Source: an optimization exercise on an open RTL-to-GDS flow (aim: small area, a short achievable clock period and few clock cycles). Production flows keep margins and buffers that such runs may drop. Function was checked by simulation only, so behaviour that the tests miss may differ from the original. Power and IR drop assume default switching activity.

==> design/flow/config.mk <==
export PLATFORM = sky130hd
export DESIGN_NAME = radix_conversion_to_ascii
export DESIGN_NICKNAME = radix_conversion_to_ascii
export VERILOG_FILES = /design/flow/design.v
export SDC_FILE = /design/flow/constraint.sdc
export NUM_CORES = 4
export LEC_CHECK = 0
export CAP_MARGIN = 20
export CORE_MARGIN = 2
export CORE_UTILIZATION = 40
export SLEW_MARGIN = 20
==> design/flow/constraint.sdc <==
create_clock -name core_clock -period 12.0 [get_ports {clk}]
set_input_delay 2.4000 -clock core_clock [delete_from_list [all_inputs] [get_ports {clk}]]
set_output_delay 2.4000 -clock core_clock [all_outputs]
set_load 0.01 [all_outputs]
==> design/flow/design.v <==
package rca_pkg;
	typedef struct packed {
		logic [31:0] int_part;
		logic [31:0] frac_part;
	} rca_in_t;
	typedef struct packed {
		logic [6:0] ascii_char;
		logic       last;
	} rca_out_t;
	typedef struct packed {
		logic [4:0] radix;
		logic       int_zero;
	} rca_job_ctl_t;
	localparam logic [4:0] RADIX_RESET = 5'd10;
	localparam logic [4:0] RADIX_MIN   = 5'd2;
	localparam logic [4:0] RADIX_MAX   = 5'd16;
	localparam logic [6:0] DOT_CHAR    = 7'h2E;
	localparam logic [6:0] ZERO_CHAR   = 7'h30;
	localparam logic [6:0] ALPHA_CHAR  = 7'h41;
	function automatic logic [6:0] digit_char(input logic [3:0] d);
		logic [6:0] c;
		if (d < 4'd10) begin
			c = ZERO_CHAR + 7'(d);
		end else begin
			c = ALPHA_CHAR + 7'(d - 4'd10);
		end
		digit_char = c;
	endfunction
endpackage
module radix_conversion_to_ascii #(
	parameter int INT_BITS       = 32,
	parameter int FRAC_BITS      = 32,
	parameter int FRAC_DIGITS    = 10,
	parameter int MAX_INT_DIGITS = 32
) (
	input  logic                clk,
	input  logic                arst_n,
	input  logic                cfg_we,
	input  logic [4:0]          cfg_wdata,
	input  logic                item_valid,
	output logic                item_ready,
	input  logic [63:0]         item_data,    
	output logic                char_valid,
	input  logic                char_ready,
	output logic [7:0]          char_data     
);
	localparam int NF = 14;    
	localparam int NFF = 11;   
	logic [4:0] rb_q;
	always_ff @(posedge clk or negedge arst_n) begin
		if (!arst_n) begin
			rb_q <= 5'd10;
		end else if (cfg_we) begin
			rb_q <= (cfg_wdata < 5'd2) ? 5'd2 : (cfg_wdata > 5'd16) ? 5'd16 : cfg_wdata;
		end
	end
	logic       m10, m8, m16, fast, sub4, sub2, sub3;
	logic [3:0] gb;
	assign m10  = (rb_q == 5'd10);
	assign m8   = (rb_q == 5'd8);
	assign sub4 = (rb_q == 5'd2);
	assign sub2 = (rb_q == 5'd4);
	assign sub3 = (rb_q == 5'd3);
	assign m16  = rb_q[4] | sub4 | sub2;
	assign fast = m10 | m8 | m16;
	assign gb   = sub3 ? 4'd9 : rb_q[3:0];
	function automatic logic [4*NF-1:0] fast_step(input logic [4*NF-1:0] a, input logic bin,
			input logic f10, input logic f8);
		logic       c;
		logic [3:0] d;
		logic [3:0] t;
		fast_step = a;
		c = bin;
		for (int k = 0; k < NFF; k++) begin
			d = a[4*k +: 4];
			t = (f10 && d >= 4'd5) ? d + 4'd3 : d;
			fast_step[4*k +: 4] = f8 ? {1'b0, d[1:0], c} : {t[2:0], c};
			c = f8 ? d[2] : t[3];
		end
	endfunction
	function automatic logic [4*NF-1:0] slow_step(input logic [4*NF-1:0] a, input logic bin,
			input logic [3:0] b);
		logic       c;
		logic       g;
		logic       p;
		logic       co;
		logic [3:0] d;
		logic [4:0] v;
		c = bin;
		for (int k = 0; k < NF; k++) begin
			d  = a[4*k +: 4];
			g  = ({d, 1'b0} >= {1'b0, b});
			p  = ({d, 1'b1} == {1'b0, b});
			co = g | (p & c);
			v  = {d, c} - (co ? {1'b0, b} : 5'd0);
			slow_step[4*k +: 4] = v[3:0];
			c  = co;
		end
	endfunction
	function automatic logic [6:0] glyph(input logic [3:0] d);
		glyph = (d > 4'd9) ? 7'h37 + 7'(d) : 7'h30 + 7'(d);
	endfunction
	typedef enum logic [1:0] {C_FREE, C_RUN, C_DONE, C_BUSY} cst_t;
	typedef enum logic [1:0] {O_IDLE, O_INT, O_DOT, O_FRAC} ost_t;
	cst_t            cst_q, cst_nx;
	ost_t            ost_q, ost_nx;
	logic [4*NF-1:0] acc_q;
	logic [3:0]      j_q;     
	logic [1:0]      sp_q;    
	logic [3:0]      ci_q;    
	logic [1:0]      sb_q;    
	logic [2:0]      ch_q;    
	logic [3:0]      fc_q;    
	logic [31:0]     f_q;
	logic            cv_q;
	logic [7:0]      cd_q;
	logic            ir_q;
	logic            slot_free;
	logic            accept;
	logic            int_go;
	logic            first;
	logic [3:0]      fv;
	logic [1:0]      sp_start;
	logic [1:0]      cur_sp;
	logic [1:0]      sub_max;
	logic [3:0]      idig;
	logic            int_end;
	logic            int_fin;
	logic            start;
	logic            iter_last;
	logic [2:0]      chunk_nx;
	logic [4*NF-1:0] acc_it;
	logic            nz_up;
	logic [36:0]     prod;
	assign slot_free  = !cv_q || char_ready;
	assign accept     = item_valid && ir_q;
	assign item_ready = ir_q;
	assign char_valid = cv_q;
	assign char_data  = cd_q;
	assign first  = (ost_q == O_IDLE);
	assign int_go = (ost_q == O_INT) || (first && accept);
	assign fv     = acc_q[4*j_q +: 4];
	always_comb begin
		sp_start = 2'd0;
		if (sub4) sp_start = fv[3] ? 2'd3 : fv[2] ? 2'd2 : fv[1] ? 2'd1 : 2'd0;
		else if (sub2) sp_start = {1'b0, fv[3:2] != 2'd0};
		else if (sub3) sp_start = {1'b0, fv >= 4'd3};
	end
	assign sub_max = sub4 ? 2'd3 : (sub2 || sub3) ? 2'd1 : 2'd0;
	assign cur_sp  = first ? sp_start : sp_q;
	always_comb begin
		if (sub4) idig = {3'b000, fv[cur_sp]};
		else if (sub2) idig = cur_sp[0] ? {2'b00, fv[3:2]} : {2'b00, fv[1:0]};
		else if (sub3) idig = cur_sp[0] ? ((fv >= 4'd6) ? 4'd2 : (fv >= 4'd3) ? 4'd1 : 4'd0)
		                                : ((fv >= 4'd6) ? fv - 4'd6 : (fv >= 4'd3) ? fv - 4'd3 : fv);
		else idig = fv;
	end
	assign int_end = (cur_sp == 2'd0) && (j_q == 4'd0);
	assign int_fin = int_go && slot_free && int_end;
	always_comb begin
		chunk_nx = 3'd0;
		for (int c = 1; c <= 10; c++) begin
			if (ci_q == 4'(c)) chunk_nx = item_data[64 - 3*c -: 3];
		end
	end
	always_comb begin
		if (fast) begin
			acc_it = fast_step(fast_step(fast_step(acc_q, ch_q[2], m10, m8), ch_q[1], m10, m8),
				ch_q[0], m10, m8);
		end else begin
			acc_it = slow_step(acc_q, ch_q[2], gb);
		end
	end
	always_comb begin
		nz_up = 1'b0;
		for (int k = 1; k < NF; k++) begin
			if (j_q == 4'(k - 1)) nz_up = (acc_it[4*k +: 4] != 4'd0);
		end
	end
	assign iter_last = (ci_q == 4'd11) && (fast || sb_q == 2'd2);
	assign start = item_valid && !accept
		&& (cst_q == C_FREE || (cst_q == C_BUSY && int_fin));
	assign prod = 37'(f_q) * 37'(rb_q);
	always_comb begin
		cst_nx = cst_q;
		ost_nx = ost_q;
		case (cst_q)
			C_FREE: if (start) cst_nx = C_RUN;
			C_RUN:  if (iter_last) cst_nx = C_DONE;
			C_DONE: if (accept) cst_nx = int_fin ? C_FREE : C_BUSY;
			C_BUSY: if (int_fin) cst_nx = start ? C_RUN : C_FREE;
			default: cst_nx = C_FREE;
		endcase
		case (ost_q)
			O_IDLE: if (accept) ost_nx = int_fin ? O_DOT : O_INT;
			O_INT:  if (int_fin) ost_nx = O_DOT;
			O_DOT:  if (slot_free) ost_nx = O_FRAC;
			O_FRAC: if (slot_free && fc_q == 4'd9) ost_nx = O_IDLE;
			default: ost_nx = O_IDLE;
		endcase
	end
	always_ff @(posedge clk or negedge arst_n) begin
		if (!arst_n) begin
			cst_q <= C_FREE;
			ost_q <= O_IDLE;
			cv_q  <= 1'b0;
			ir_q  <= 1'b0;
		end else begin
			cst_q <= cst_nx;
			ost_q <= ost_nx;
			ir_q  <= (cst_nx == C_DONE) && (ost_nx == O_IDLE);
			if ((int_go || ost_q == O_DOT || ost_q == O_FRAC) && slot_free) begin
				cv_q <= 1'b1;
			end else if (char_ready) begin
				cv_q <= 1'b0;
			end
		end
	end
	always_ff @(posedge clk) begin
		if (start) begin
			acc_q <= {{(4*NF-2){1'b0}}, item_data[63:62]};
			j_q   <= 4'd0;
			ch_q  <= item_data[61:59];
			ci_q  <= 4'd2;
			sb_q  <= 2'd0;
		end else if (cst_q == C_RUN) begin
			acc_q <= acc_it;
			if (nz_up) j_q <= j_q + 4'd1;
			if (fast || sb_q == 2'd2) begin
				ch_q <= chunk_nx;
				ci_q <= ci_q + 4'd1;
				sb_q <= 2'd0;
			end else begin
				ch_q <= {ch_q[1:0], 1'b0};
				sb_q <= sb_q + 2'd1;
			end
		end
		if (int_go) begin
			if (slot_free) begin
				cd_q <= {glyph(idig), 1'b0};
				if (cur_sp != 2'd0) begin
					sp_q <= cur_sp - 2'd1;
				end else if (j_q != 4'd0) begin
					j_q  <= j_q - 4'd1;
					sp_q <= sub_max;
				end
			end else if (first) begin
				sp_q <= sp_start;
			end
		end
		if (accept) begin
			f_q <= item_data[31:0];
		end
		if (ost_q == O_DOT && slot_free) begin
			cd_q <= {7'h2E, 1'b0};
			fc_q <= 4'd0;
		end
		if (ost_q == O_FRAC && slot_free) begin
			cd_q <= {glyph(prod[35:32]), fc_q == 4'd9};
			f_q  <= prod[31:0];
			fc_q <= fc_q + 4'd1;
		end
	end
endmodule
==> design/flow/run.sh <==
#!/bin/bash
# synth_recipe.tcl (not shown) runs the flow's synth.tcl, then flattens the netlist and writes it again
# the make line also repeats each setting of config.mk as NAME=value (left out here)
make -C /OpenROAD-flow-scripts/flow DESIGN_CONFIG=/design/flow/config.mk WORK_HOME=/design/flow/orfs CLKGATE_MAP_FILE= SYNTH_SCRIPT=/design/flow/synth_recipe.tcl finish
==> flow_summary.ini <==
[floorplan]
coreArea_sq_um = 51100
die_area_sq_um = 53200
io_pins = 84
start_util = 0.402
row_count = 83
dieHeight_um = 231
die-width_um = 231

[sta]
finalCritPeriodShare = 0.622
fmax_mhz = 134
skew_ns = 0.0142
finalHoldViolations = 0
slew_viol_final = 0
setup_ws_ns = 4.53
setup_viol = 0
finalSetupTns_ns = 0
worst_pin_slew_ns = 0.986
min_period_ns = 7.47
rsz0062_at_grt = false
relSlewSlack = 0.340

[clocking]
cts_tree = built
post_cts_buffers = 0
cts_hold_buf = 0
numCtsBuffers = 17
h-tree-depth = 4
clk_pin_slew_ns = 0.06
cts-root-buf = clkbuf_16
clkSinkCount = 126
clkLatencyLatePin_ns = 0.45
clk_path_buf_depth = 2
cts_resized = 0

[synthesis]
synth_edf_count = 51
synthesis.area_sq_um = 20600
postSynthAreaPerCell_sq_um = 7.82
synth-main-ff-cell = dfxtp_1
ys_seq_area_frac = 0.150
ys_ff_latch = 126
ys_warn_count = 1
synth_cell_types = 111
syn_inst = 2628
synth_fp_nets = 3018
async_reset_ff_frac = 0.0873

[layout]
drive_gt1_frac = 0.0640
fin_nets = 3017
area_delta_synth_final_pct = 9.48
nFillCells = 5167
diodes = 0
instances_no_fill = 3320

[global_routing]
grt_overflow = 0
grt_pass1_vias = 19700
grt_max_degree = 70
antenna_found_initial = 0
grt_usage = 0.234
grt_pass1_wl_um = 102000

[pwr]
power_mw = 5.31
powerDensity_nw_per_um2 = 236
power.leakage_nw = 9.67
peakVddDrop_uv = 113

[placement]
place_hpwl_um = 45100
dp_slack_ns = 4.70
dp_cells = 3288
placement.io_buffers = 83
globalplace.congestion = 0.915

[drt]
drt_wl_total_um = 60800
firstDrtPassIters = 5
vias = 19500
vias_per_cell = 5.87
drtIter0Drc = 1388
drcViolationCount = 0
ant_nets = 0
wire_per_inst_um = 18.3

[hold_path]
hold_path_class = reg -> reg
hold_path.startpoint = sb_q[1]

[critical_path]
slowest_delay_ns = 0.98
critPathLaunchType = register
critPathLaunch = rb_q[3]
crit_fanout = 38
r2r_start = rb_q[3]
worst_ep_required_time_ns = 12.38
crit_slowest_cell = dfstp_2
cp-end-kind = register
cpMostUsedCell = inv_1
crit_type = reg -> reg
cp.arrival_ns = 7.85

[job]
maxCapViolCount = 0

[status]
outcome = timing/DRC/antenna clean
==> placed cells by master, fill, tap and decap left out, drive strengths merged, types with 29 or more instances in the layout <==
cell type,count
fa,103
mux2i,48
a21o,61
a211oi,33
ha,213
o21ai,184
nand2b,53
nand3,93
xor2,36
o31ai,33
edfxtp,51
dfxtp,64
a21oi,148
nand2,313
and2,91
buf,30
o21a,29
xnor2,59
inv,211
nor3,54
nor2,183
clkdlybuf4s50,83
==> power by group <==
group	leakage (nW)	total (mW)	switching (mW)	internal, mW
sequential	1.13	0.980	0.336	0.644
combinational	8.27	3.81	2.23	1.58
clock	0.267	0.518	0.230	0.288
==> state kept, by name, summed over array words and instances (netlist names), 3 cells and up <==
signal / flops
acc_q: 56
cd_q: 8
ch_q: 3
ci_q: 4
f_q: 32
fc_q: 4
j_q: 4
rb_q: 5
==> metal layers <==
metal	vias up	wire length (um)	part of all wire	GRT usage
met5	-	0	0	0
li1	9379	-	-	-
met4	0	1960	0.032	0.0889
met2	565	28900	0.48	0.400
met1	9436	26900	0.44	0.301
met3	106	2970	0.049	0.0274
==> layout make-up <==
class                   count  area (sq um)  share of cell area
clock inverters            12          82.6             0.00367
repair buffers            113          1060              0.0469
clock buffers              20           479              0.0213
multi-input cells        2160         16200               0.718
well taps                 680           851              0.0378
inverters                 209           785              0.0349
flip-flops and latches    126          3090               0.137
==> cells by family (layout without fill, tap and decap cells) <==
logic type / Yosys count / in the layout / synth area share
xor+xnor: 95 / 95 / 0.0405
fa+ha+maj: 316 / 316 / 0.230
simple gates: 955 / 955 / 0.232
buf+inv: 342 / 354 / 0.0650
flops: 126 / 126 / 0.150
compound gates: 706 / 706 / 0.230
mux: 88 / 88 / 0.0519
==> critical path: cells and delay by family (launching register included) <==
kind            cells  cell delay (ns)
compound gates     11             2.49
flops               1             0.98
fa+ha+maj           3             0.92
mux                 1             0.10
buf+inv             5             0.82
simple gates        7             1.88
xor+xnor            1             0.19
==> metrics by stage <==
step,hold slack (ns),utilization,area (sq um)
5_1_grt,0.529,0.440,22500
3_5_place_dp,0.491,0.429,21900
2_1_floorplan,0.450,-,20600
6_report,0.502,0.440,22500
4_1_cts,0.501,0.440,22500
3_3_place_gp,0.461,0.429,21900
==> Yosys cell counts, types with 24 or more instances <==
master	count	area share
xor2_1	36	0.015
clkbuf_1	95	0.017
a21oi_1	146	0.036
and2_1	88	0.027
mux2i_1	48	0.023
a211oi_1	31	0.011
o21ai_0	164	0.040
nand2b_1	53	0.016
inv_1	205	0.037
mux2_2	27	0.015
o21a_1	29	0.011
nand2_1	312	0.057
fa_1	103	0.10
nand3_1	93	0.023
edfxtp_1	51	0.075
nor2_1	180	0.033
o31ai_1	33	0.012
dfxtp_1	64	0.062
nor2b_1	24	0.0073
a21o_1	61	0.022
nor3_1	50	0.012
ha_1	213	0.13
xnor2_1	59	0.025
==> worst paths after layout <==
check / endpoint / slack (ns) / depth (start not counted)
worst max-delay path: j_q[1] / 4.53 / 28
worst min-delay path: sb_q[1] / 0.50 / 2
worst max register to register: j_q[1] / 4.53 / 28
worst min register to register: sb_q[1] / 0.50 / 2
max in group asynchronous: rb_q[2] / 9.31 / 1
min in group asynchronous: rb_q[0] / 2.30 / 1
Testbench counts, summed over its fixed seeds: cycles 55,307.

==> re-timing with driven ports <==
The flow's constraints put no driver on any port. The routed layout listed below was extracted and timed again, unchanged, in two steps. Step 1 (the two cells are an assumption about what drives the block):
set clk [get_ports {clk}]
set_driving_cell -lib_cell sky130_fd_sc_hd__clkbuf_16 $clk
set_driving_cell -lib_cell sky130_fd_sc_hd__buf_2 [delete_from_list [all_inputs] $clk]
Step 2, shift: input delay + t, output delay - t, t = (earliest + latest rising clock arrival at the registers) / 2. This alone moves slack from input paths to output paths. Slacks: ideal / step 1 / step 2; pairs: ideal / step 1.
t, ns: 0.502
setup WS [ns]: 4.533 / 4.533 / 4.533
worst hold slack (ns): 0.502 / 0.502 / 0.502
worst register clock-pin slew, ns: 0.07 / 0.07
cell pins on the clock port's net: 1
After both steps this run still meets setup and hold. For this run, drivers alone change the setup slack by 0.000 ns; drivers and shift together by 0.000 ns.
